This is an optimization exercise on Yosys and OpenROAD, whose aim is small area and a short achievable clock period, not a production implementation. Only simulation tests tie the RTL to the original design; equivalence was not proved.

==> flow/config.mk <==
export PLATFORM = sky130hd
export DESIGN_NAME = fp_module
export DESIGN_NICKNAME = fp_module
export VERILOG_FILES = /design/flow/design.v
export SDC_FILE = /design/flow/constraint.sdc
export NUM_CORES = 4
export LEC_CHECK = 0
export CAP_MARGIN = 20
export CORE_MARGIN = 2
export CORE_UTILIZATION = 40
export SLEW_MARGIN = 20
==> flow/constraint.sdc <==
create_clock -name core_clock -period 17.0 [get_ports {i_clk}]
set_input_delay 3.4000 -clock core_clock [delete_from_list [all_inputs] [get_ports {i_clk}]]
set_output_delay 3.4000 -clock core_clock [all_outputs]
set_load 0.01 [all_outputs]
==> flow/design.v <==
package fp_format_pkg;
    typedef logic [32-1:0] fp_word_t;
    typedef logic [8-1:0] fp_exp_t;
    typedef logic [23-1:0] fp_frac_t;
    typedef logic [23:0] fp_sig_t;
    typedef logic [23+3:0] fp_sig_grs_t;
    typedef logic signed [8+1:0] fp_exp_wide_t;
endpackage
package fp_op_pkg;
    typedef enum logic [5-1:0] {
        FP_FSUB   = 5'b01010,
        FP_FMUL   = 5'b01011,
        FP_FCLASS = 5'b01111
    } fp_op_e;
    typedef logic [32-1:0] fp_class_t;
endpackage
module fp_round (
    input  logic                         i_norm_sign,
    input  fp_format_pkg::fp_exp_wide_t  i_norm_exp,
    input  fp_format_pkg::fp_sig_grs_t   i_norm_sig,
    input  logic                         i_norm_zero,
    output fp_format_pkg::fp_word_t  o_result,
    output logic                     o_range_invalid
);
    localparam int SIG_W = 23 + 3 + 1;
    fp_format_pkg::fp_frac_t     frac_trunc;
    logic                        guard_bit;
    logic                        round_bit;
    logic                        sticky_bit;
    logic                        round_up;
    logic [23:0]          frac_inc;
    fp_format_pkg::fp_exp_wide_t exp_rnd;
    fp_format_pkg::fp_exp_t      exp_out;
    fp_format_pkg::fp_frac_t     frac_out;
    assign frac_trunc = i_norm_sig[SIG_W-2 -: 23];
    assign guard_bit  = i_norm_sig[2];
    assign round_bit  = i_norm_sig[1];
    assign sticky_bit = i_norm_sig[0];
    assign round_up = guard_bit & (round_bit | sticky_bit | frac_trunc[0]);
    assign frac_inc = {1'b0, frac_trunc} + round_up;
    assign exp_rnd = i_norm_exp + fp_format_pkg::fp_exp_wide_t'(frac_inc[23]);
    always_comb begin
        exp_out         = '0;
        frac_out        = '0;
        o_range_invalid = 1'b0;
        if (i_norm_zero) begin
            exp_out = '0;
        end else if (i_norm_exp >= 255) begin
            exp_out         = '1;
            o_range_invalid = 1'b1;
        end else if (i_norm_exp <= 0) begin
            o_range_invalid = (i_norm_sig != '0);
        end else if (exp_rnd >= 255) begin
            exp_out         = '1;
            o_range_invalid = 1'b1;
        end else begin
            exp_out  = exp_rnd[8-1:0];
            frac_out = frac_inc[23-1:0];
        end
    end
    assign o_result = (exp_out == '0 && frac_out == '0) ? '0 :
                      {i_norm_sign, exp_out, frac_out};
endmodule
module fp_sub (
    input  logic                    i_sign_a,
    input  logic                    i_sign_b,
    input  fp_format_pkg::fp_exp_t  i_exp_a,
    input  fp_format_pkg::fp_exp_t  i_exp_b,
    input  fp_format_pkg::fp_sig_t  i_sig_a,
    input  fp_format_pkg::fp_sig_t  i_sig_b,
    output logic                        o_norm_sign,
    output fp_format_pkg::fp_exp_wide_t o_norm_exp,
    output fp_format_pkg::fp_sig_grs_t  o_norm_sig,
    output logic                        o_norm_zero
);
    localparam int SIG_W = 23 + 3 + 1;
    logic                        sign_b_eff;
    logic                        a_ge_b;
    fp_format_pkg::fp_exp_t      exp_diff;
    fp_format_pkg::fp_exp_wide_t exp_large;
    fp_format_pkg::fp_sig_grs_t  pad_a;
    fp_format_pkg::fp_sig_grs_t  pad_b;
    fp_format_pkg::fp_sig_grs_t  sig_big;
    fp_format_pkg::fp_sig_grs_t  sig_small;
    fp_format_pkg::fp_sig_grs_t  shift_mask;
    fp_format_pkg::fp_sig_grs_t  sig_small_al;
    fp_format_pkg::fp_sig_grs_t  al_a;
    fp_format_pkg::fp_sig_grs_t  al_b;
    logic                        sticky;
    logic [SIG_W:0]              mag_sum;
    logic                        sum_sign;
    logic [4:0]                  lead_pos;
    logic [4:0]                  left_shift;
    assign sign_b_eff = ~i_sign_b;
    assign a_ge_b    = (i_exp_a >= i_exp_b);
    assign exp_diff  = a_ge_b ? (i_exp_a - i_exp_b) : (i_exp_b - i_exp_a);
    assign exp_large = fp_format_pkg::fp_exp_wide_t'({2'b00, (a_ge_b ? i_exp_a : i_exp_b)});
    assign pad_a = {i_sig_a, {3{1'b0}}};
    assign pad_b = {i_sig_b, {3{1'b0}}};
    assign sig_big      = a_ge_b ? pad_a : pad_b;
    assign sig_small    = a_ge_b ? pad_b : pad_a;
    assign shift_mask   = ~({SIG_W{1'b1}} << exp_diff);
    assign sticky       = |(sig_small & shift_mask);
    assign sig_small_al = (sig_small >> exp_diff) | {{(SIG_W-1){1'b0}}, sticky};
    assign al_a = a_ge_b ? sig_big : sig_small_al;
    assign al_b = a_ge_b ? sig_small_al : sig_big;
    always_comb begin
        if (i_sign_a == sign_b_eff) begin
            mag_sum  = al_a + al_b;
            sum_sign = i_sign_a;
        end else if (al_a >= al_b) begin
            mag_sum  = al_a - al_b;
            sum_sign = i_sign_a;
        end else begin
            mag_sum  = al_b - al_a;
            sum_sign = sign_b_eff;
        end
    end
    always_comb begin
        lead_pos = '0;
        for (int i = 0; i < SIG_W; i++) begin
            if (mag_sum[i]) begin
                lead_pos = 5'(i);
            end
        end
    end
    assign left_shift = 5'(SIG_W - 1) - lead_pos;
    always_comb begin
        o_norm_sign = sum_sign;
        o_norm_zero = 1'b0;
        if (mag_sum == '0) begin
            o_norm_exp  = '0;
            o_norm_sig  = '0;
            o_norm_zero = 1'b1;
        end else if (mag_sum[SIG_W]) begin
            o_norm_sig = {mag_sum[SIG_W:2], mag_sum[1] | mag_sum[0]};
            o_norm_exp = exp_large + 1;
        end else begin
            o_norm_sig = mag_sum[SIG_W-1:0] << left_shift;
            o_norm_exp = exp_large - fp_format_pkg::fp_exp_wide_t'({5'b00000, left_shift});
        end
    end
endmodule
module fp_mul (
    input  logic                    i_sign_a,
    input  logic                    i_sign_b,
    input  fp_format_pkg::fp_exp_t  i_exp_a,
    input  fp_format_pkg::fp_exp_t  i_exp_b,
    input  fp_format_pkg::fp_sig_t  i_sig_a,
    input  fp_format_pkg::fp_sig_t  i_sig_b,
    output logic                        o_norm_sign,
    output fp_format_pkg::fp_exp_wide_t o_norm_exp,
    output fp_format_pkg::fp_sig_grs_t  o_norm_sig,
    output logic                        o_norm_zero
);
    localparam int SIG_W  = 23 + 3 + 1;
    localparam int PROD_W = 2 * (23 + 1);
    logic                        zero_op;
    logic [PROD_W-1:0]           product;
    fp_format_pkg::fp_exp_wide_t exp_sum;
    assign zero_op = (i_sig_a == '0) || (i_sig_b == '0);
    assign product = i_sig_a * i_sig_b;
    assign exp_sum = fp_format_pkg::fp_exp_wide_t'({2'b00, i_exp_a})
                   + fp_format_pkg::fp_exp_wide_t'({2'b00, i_exp_b})
                   - fp_format_pkg::fp_exp_wide_t'(127);
    always_comb begin
        o_norm_sign = i_sign_a ^ i_sign_b;
        o_norm_exp  = exp_sum;
        o_norm_zero = 1'b0;
        if (zero_op) begin
            o_norm_sign = 1'b0;
            o_norm_exp  = '0;
            o_norm_sig  = '0;
            o_norm_zero = 1'b1;
        end else if (product[PROD_W-1]) begin
            o_norm_sig = {product[PROD_W-1 -: SIG_W-1], |product[PROD_W-SIG_W:0]};
            o_norm_exp = exp_sum + 1;
        end else begin
            o_norm_sig = {product[PROD_W-2 -: SIG_W-1], |product[PROD_W-SIG_W-1:0]};
        end
    end
endmodule
module fp_class (
    input  logic                     i_sign,
    input  fp_format_pkg::fp_exp_t   i_exp,
    input  fp_format_pkg::fp_frac_t  i_frac,
    output fp_op_pkg::fp_class_t     o_class
);
    logic exp_max;
    logic exp_zero;
    logic frac_zero;
    assign exp_max   = (i_exp == 255);
    assign exp_zero  = (i_exp == '0);
    assign frac_zero = (i_frac == '0);
    always_comb begin
        o_class = '0;
        if (exp_max && !frac_zero) begin
            o_class[9] = i_frac[23-1];
            o_class[8] = ~i_frac[23-1];
        end else if (exp_max) begin
            o_class[7] = ~i_sign;
            o_class[0] = i_sign;
        end else if (exp_zero && frac_zero) begin
            o_class[4] = ~i_sign;
            o_class[3] = i_sign;
        end else if (exp_zero) begin
            o_class[5] = ~i_sign;
            o_class[2] = i_sign;
        end else begin
            o_class[6] = ~i_sign;
            o_class[1] = i_sign;
        end
    end
endmodule
module fp_module (
    input  logic                     i_clk,
    input  logic                     i_rst,
    input  fp_format_pkg::fp_word_t  i_data_r1,
    input  fp_format_pkg::fp_word_t  i_data_r2,
    input  logic [5-1:0]      i_alu_ctrl,
    output fp_format_pkg::fp_word_t  o_data,
    output logic                     o_invalid
);
    logic                     sign_a;
    logic                     sign_b;
    fp_format_pkg::fp_exp_t   exp_a;
    fp_format_pkg::fp_exp_t   exp_b;
    fp_format_pkg::fp_frac_t  frac_a;
    fp_format_pkg::fp_frac_t  frac_b;
    fp_format_pkg::fp_sig_t   sig_a;
    fp_format_pkg::fp_sig_t   sig_b;
    fp_format_pkg::fp_word_t  sub_result;
    fp_format_pkg::fp_word_t  mul_result;
    logic                     sub_range_inv;
    logic                     mul_range_inv;
    fp_op_pkg::fp_class_t     class_code;
    logic                     nan_inf;
    fp_op_pkg::fp_op_e        op;
    fp_format_pkg::fp_word_t  data_next;
    logic                     invalid_next;
    assign sign_a = i_data_r1[32-1];
    assign sign_b = i_data_r2[32-1];
    assign exp_a  = i_data_r1[32-2 -: 8];
    assign exp_b  = i_data_r2[32-2 -: 8];
    assign frac_a = i_data_r1[23-1:0];
    assign frac_b = i_data_r2[23-1:0];
    assign sig_a  = {(exp_a != '0), frac_a};
    assign sig_b  = {(exp_b != '0), frac_b};
    logic                         sub_norm_sign;
    fp_format_pkg::fp_exp_wide_t  sub_norm_exp;
    fp_format_pkg::fp_sig_grs_t   sub_norm_sig;
    logic                         sub_norm_zero;
    logic                         mul_norm_sign;
    fp_format_pkg::fp_exp_wide_t  mul_norm_exp;
    fp_format_pkg::fp_sig_grs_t   mul_norm_sig;
    logic                         mul_norm_zero;
    fp_sub fp_sub_inst (
        .i_sign_a (sign_a),
        .i_sign_b (sign_b),
        .i_exp_a  (exp_a),
        .i_exp_b  (exp_b),
        .i_sig_a  (sig_a),
        .i_sig_b  (sig_b),
        .o_norm_sign (sub_norm_sign),
        .o_norm_exp  (sub_norm_exp),
        .o_norm_sig  (sub_norm_sig),
        .o_norm_zero (sub_norm_zero)
    );
    fp_mul fp_mul_inst (
        .i_sign_a (sign_a),
        .i_sign_b (sign_b),
        .i_exp_a  (exp_a),
        .i_exp_b  (exp_b),
        .i_sig_a  (sig_a),
        .i_sig_b  (sig_b),
        .o_norm_sign (mul_norm_sign),
        .o_norm_exp  (mul_norm_exp),
        .o_norm_sig  (mul_norm_sig),
        .o_norm_zero (mul_norm_zero)
    );
    fp_round fp_round_sub_inst (
        .i_norm_sign     (sub_norm_sign),
        .i_norm_exp      (sub_norm_exp),
        .i_norm_sig      (sub_norm_sig),
        .i_norm_zero     (sub_norm_zero),
        .o_result        (sub_result),
        .o_range_invalid (sub_range_inv)
    );
    fp_round fp_round_mul_inst (
        .i_norm_sign     (mul_norm_sign),
        .i_norm_exp      (mul_norm_exp),
        .i_norm_sig      (mul_norm_sig),
        .i_norm_zero     (mul_norm_zero),
        .o_result        (mul_result),
        .o_range_invalid (mul_range_inv)
    );
    fp_class fp_class_inst (
        .i_sign  (sign_a),
        .i_exp   (exp_a),
        .i_frac  (frac_a),
        .o_class (class_code)
    );
    assign nan_inf = (exp_a == 255) || (exp_b == 255);
    assign op = fp_op_pkg::fp_op_e'(i_alu_ctrl);
    always_comb begin
        case (op)
            fp_op_pkg::FP_FSUB: begin
                data_next    = sub_result;
                invalid_next = sub_range_inv | nan_inf;
            end
            fp_op_pkg::FP_FMUL: begin
                data_next    = mul_result;
                invalid_next = mul_range_inv | nan_inf;
            end
            fp_op_pkg::FP_FCLASS: begin
                data_next    = class_code;
                invalid_next = 1'b0;
            end
            default: begin
                data_next    = '0;
                invalid_next = 1'b0;
            end
        endcase
    end
    always_ff @(posedge i_clk) begin
        if (i_rst) begin
            o_data    <= '0;
            o_invalid <= 1'b0;
        end else begin
            o_data    <= data_next;
            o_invalid <= invalid_next;
        end
    end
endmodule
==> flow/run.sh <==
#!/bin/bash
# synth_recipe.tcl (not shown) runs the flow's synth.tcl, then flattens the netlist and writes it again
# the make line also repeats each setting of config.mk as NAME=value (left out here)
make -C /OpenROAD-flow-scripts/flow DESIGN_CONFIG=/design/flow/config.mk WORK_HOME=/design/flow/orfs CLKGATE_MAP_FILE= SYNTH_SCRIPT=/design/flow/synth_recipe.tcl finish
==> qor.txt <==
Final Hold Violating Endpoints -> 0
final WL -> 157000 µm
Final min period -> 16.45 ns
ys flop type -> dfxtp_1
die area -> 93700 µm²
Hold-fix buffers, CTS -> 0
global-route wire length before repair -> 238000 µm
critical path class -> in -> reg
crit path DAT -> 16.62 ns
pin count of the biggest net entering global routing -> 61
Min Hold Slack -> 4.02 ns
vias per std cell -> 5.93
CP most frequent cell -> buf_4
top cells by area, synth -> fa_1 (27%), ha_1 (9.9%), nand2_1 (7.0%)
critical path's slowest cell -> clkdlybuf4s50_1
hold depth -> 3
initial antenna violation count -> 7
Synth top area share -> 0.267
slowest cell delay on critical path -> 0.58 ns
RSZ-0062 raised after global routing -> yes
Worst-path clk slew -> 0.06 ns
via count -> 39100
Max Clk Rate -> 60.8 MHz
Startpoint Class -> primary input
final worst path period share -> 0.968
Die X-Extent -> 306 µm
Core ar. -> 90300 µm²
buffers added on ports -> 103
number of global-route vias before repair -> 38800
Cell variety after synth -> 124
Max Cap Viol -> 0
Residual DRC -> 0
dpl hpwl -> 130000 µm
Area Overhead vs Synth -> 20.9%
layout cells sized above 1 -> 0.181
GRT overflow -> 0
Post-Syn Area -> 36500 µm²
I/O pins -> 104
Worst Hold End -> o_data[22]$_SDFF_PP0_
count leader, synth -> nand2_1
asr flop ratio synth -> 0
#FFs+latches synth -> 33
placed insts -> 6556
hold crit path type -> in -> reg
Synth Net Count -> 5709
Rows -> 110
final slew viol count -> 0
Max-Slew Margin vs Limit -> 0.268
Yosys top cell by area -> fa_1
initial core utilization -> 0.404
worst-path fanout max -> 9
Warnings, synthesis -> 5
Routed WL per cell -> 23.8 µm
most frequent cells after synthesis -> nand2_1 (680), inv_1 (647), fa_1 (486), nor2_1 (343), ha_1 (289)
worst-margin pin slew -> 1.09 ns
Max Buffers Root-to-Sink -> 2
Die Y -> 306 µm
Post-Syn Instances -> 4863
Detailed Routing Iterations Pass 1 -> 9
Crit path required time -> 17.17 ns
gr usage total -> 0.329
Final ANT Viol Nets -> 0
Finish-stage setup viols -> 0
CP endpoint kind -> register
register area share after synthesis -> 0.0181
fin nets -> 6251
syn_area_per_cell -> 7.51 µm²
CTS tree -> done
Final Non-Filler Cells -> 6586
outcome -> no timing/DRC/antenna violations
Post-synth EDFFs -> 0
Clock Sinks -> 33
root buffer cell -> clkbuf_16
GPL Wtd Cong -> 1.05
H-Tree Depth -> 2
min-delay src -> i_alu_ctrl[0]
total CTS buffers -> 5
initial drt markers -> 3601
[critical path: cells and delay by family]
| kind | cells | cell delay [ns] |
|---|---|---|
| buf+inv | 16 | 2.53 |
| compound gates | 25 | 5.39 |
| simple gates | 21 | 3.76 |
| mux | 1 | 0.55 |
| fa+ha+maj | 4 | 0.95 |
[timing repair]
item	CTS	global route
resized for setup	6	107
buffers inserted	1	16
pin swaps	1	26
endpoints found under the setup margin	1	33
[flip-flops by register name, summed over array words and instances, names as in the netlist]
name       cells
o_invalid      1
o_data        32
[how the worst max path moves through the flow]
stage | start | end | depth (start not counted) | slack, ns
6_report | i_data_r1[26] | o_data[31]$_SDFF_PP0_ | 67 | 0.55
5_1_grt | i_data_r1[25] | o_data[31]$_SDFF_PP0_ | 65 | -0.11
4_1_cts | i_data_r1[23] | o_data[31]$_SDFF_PP0_ | 65 | 0.006
3_5_place_dp | i_data_r1[23] | o_data[31]$_SDFF_PP0_ | 62 | -0.28
3_3_place_gp | i_data_r1[23] | o_data[31]$_SDFF_PP0_ | 62 | -0.15
2_1_floorplan | i_data_r2[30] | o_data[31]$_SDFF_PP0_ | 64 | 0.14
[kinds of logic (layout without fill, tap and decap cells)]
family	count (synthesis)	in the layout	synth area share
other	0	4	0
AND/OR/NAND/NOR	1793	1793	0.237
XOR/XNOR	135	135	0.0324
AO/OA/AOI/OAI	1051	1051	0.200
buffers and inverters	958	1501	0.102
multiplexers	118	118	0.0449
flip-flops	33	33	0.0181
adder cells (fa/ha/maj)	775	775	0.366
[per-layer routing]
| metal | vias up | GRT usage | wire, µm |
|---|---|---|---|
| li1 | 17600 | - | - |
| met3 | 294 | 0.0608 | 14100 |
| met5 | - | 0 | 30 |
| met4 | 4 | 0.0974 | 5330 |
| met2 | 1761 | 0.528 | 70000 |
| met1 | 19400 | 0.451 | 67300 |
[metrics by stage]
step | utilization | cell area [µm²] | setup WS, ns | TNS [ns]
2_1_floorplan | - | 36500 | 0.140 | 0
3_3_place_gp | 0.480 | 43300 | -0.153 | -0.153
3_5_place_dp | 0.480 | 43300 | -0.279 | -0.326
4_1_cts | 0.482 | 43500 | 0.00612 | 0
5_1_grt | 0.489 | 44100 | -0.114 | -0.122
6_report | 0.489 | 44100 | 0.548 | 0
[layout by cell type (no fill, tap or decap), drive strengths merged, types with 35 or more instances in the layout]
master         synthesis  routed
a211oi                43      43
a21o                  60      60
a21oi                269     269
a31oi                 47      47
and2                 198     198
buf                   76     736
clkdlybuf4s50          0      99
fa                   486     486
ha                   289     289
inv                  649     649
mux2i                 67      67
mux4                  35      35
nand2                683     683
nand3                114     114
nand4                 53      53
nor2                 348     348
nor3                 119     119
nor4                  55      55
o211ai                48      48
o21ai                185     185
o21bai                48      48
xnor2                 91      91
xor2                  44      44
[layout make-up]
class                      count  area [µm²]
tap                         1176        1470
multi-input combinational   3872       32600
timing repair buffer         840        6730
inverter                     653        2450
clock inverter                 3        46.3
fill                        8983       46100
sequential                    33         661
antenna                        4        10.0
clock buffer                   5         125

afterwards: timing with drivers on the ports:
Ports are ideal in the flow. The routed layout listed here was re-timed in OpenROAD. Step 1 assumes that a clkbuf_16 drives the clock port and a buf_2 every other input. Step 2 adds t to the input delays and takes it off the output delays; t is the mean of the earliest and latest rising clock arrival at the registers after step 1. Input paths then give back, and output paths get back, about the clock's delay inside the block. Three values: ideal ports, drivers, drivers and shift; two values: the first two.
shift t [ns]: 0.301
setup WS [ns]: 0.548 / 0.517 / 0.216
latest minus earliest clock arrival (ns): 0.005 / 0.005
worst slew at a driven data input, ns: 0.09
pins driven straight from the clock port: 1
After both steps this run still meets setup and hold. The setup slack of this run moves by -0.031 ns with the drivers and by -0.332 ns with both steps.
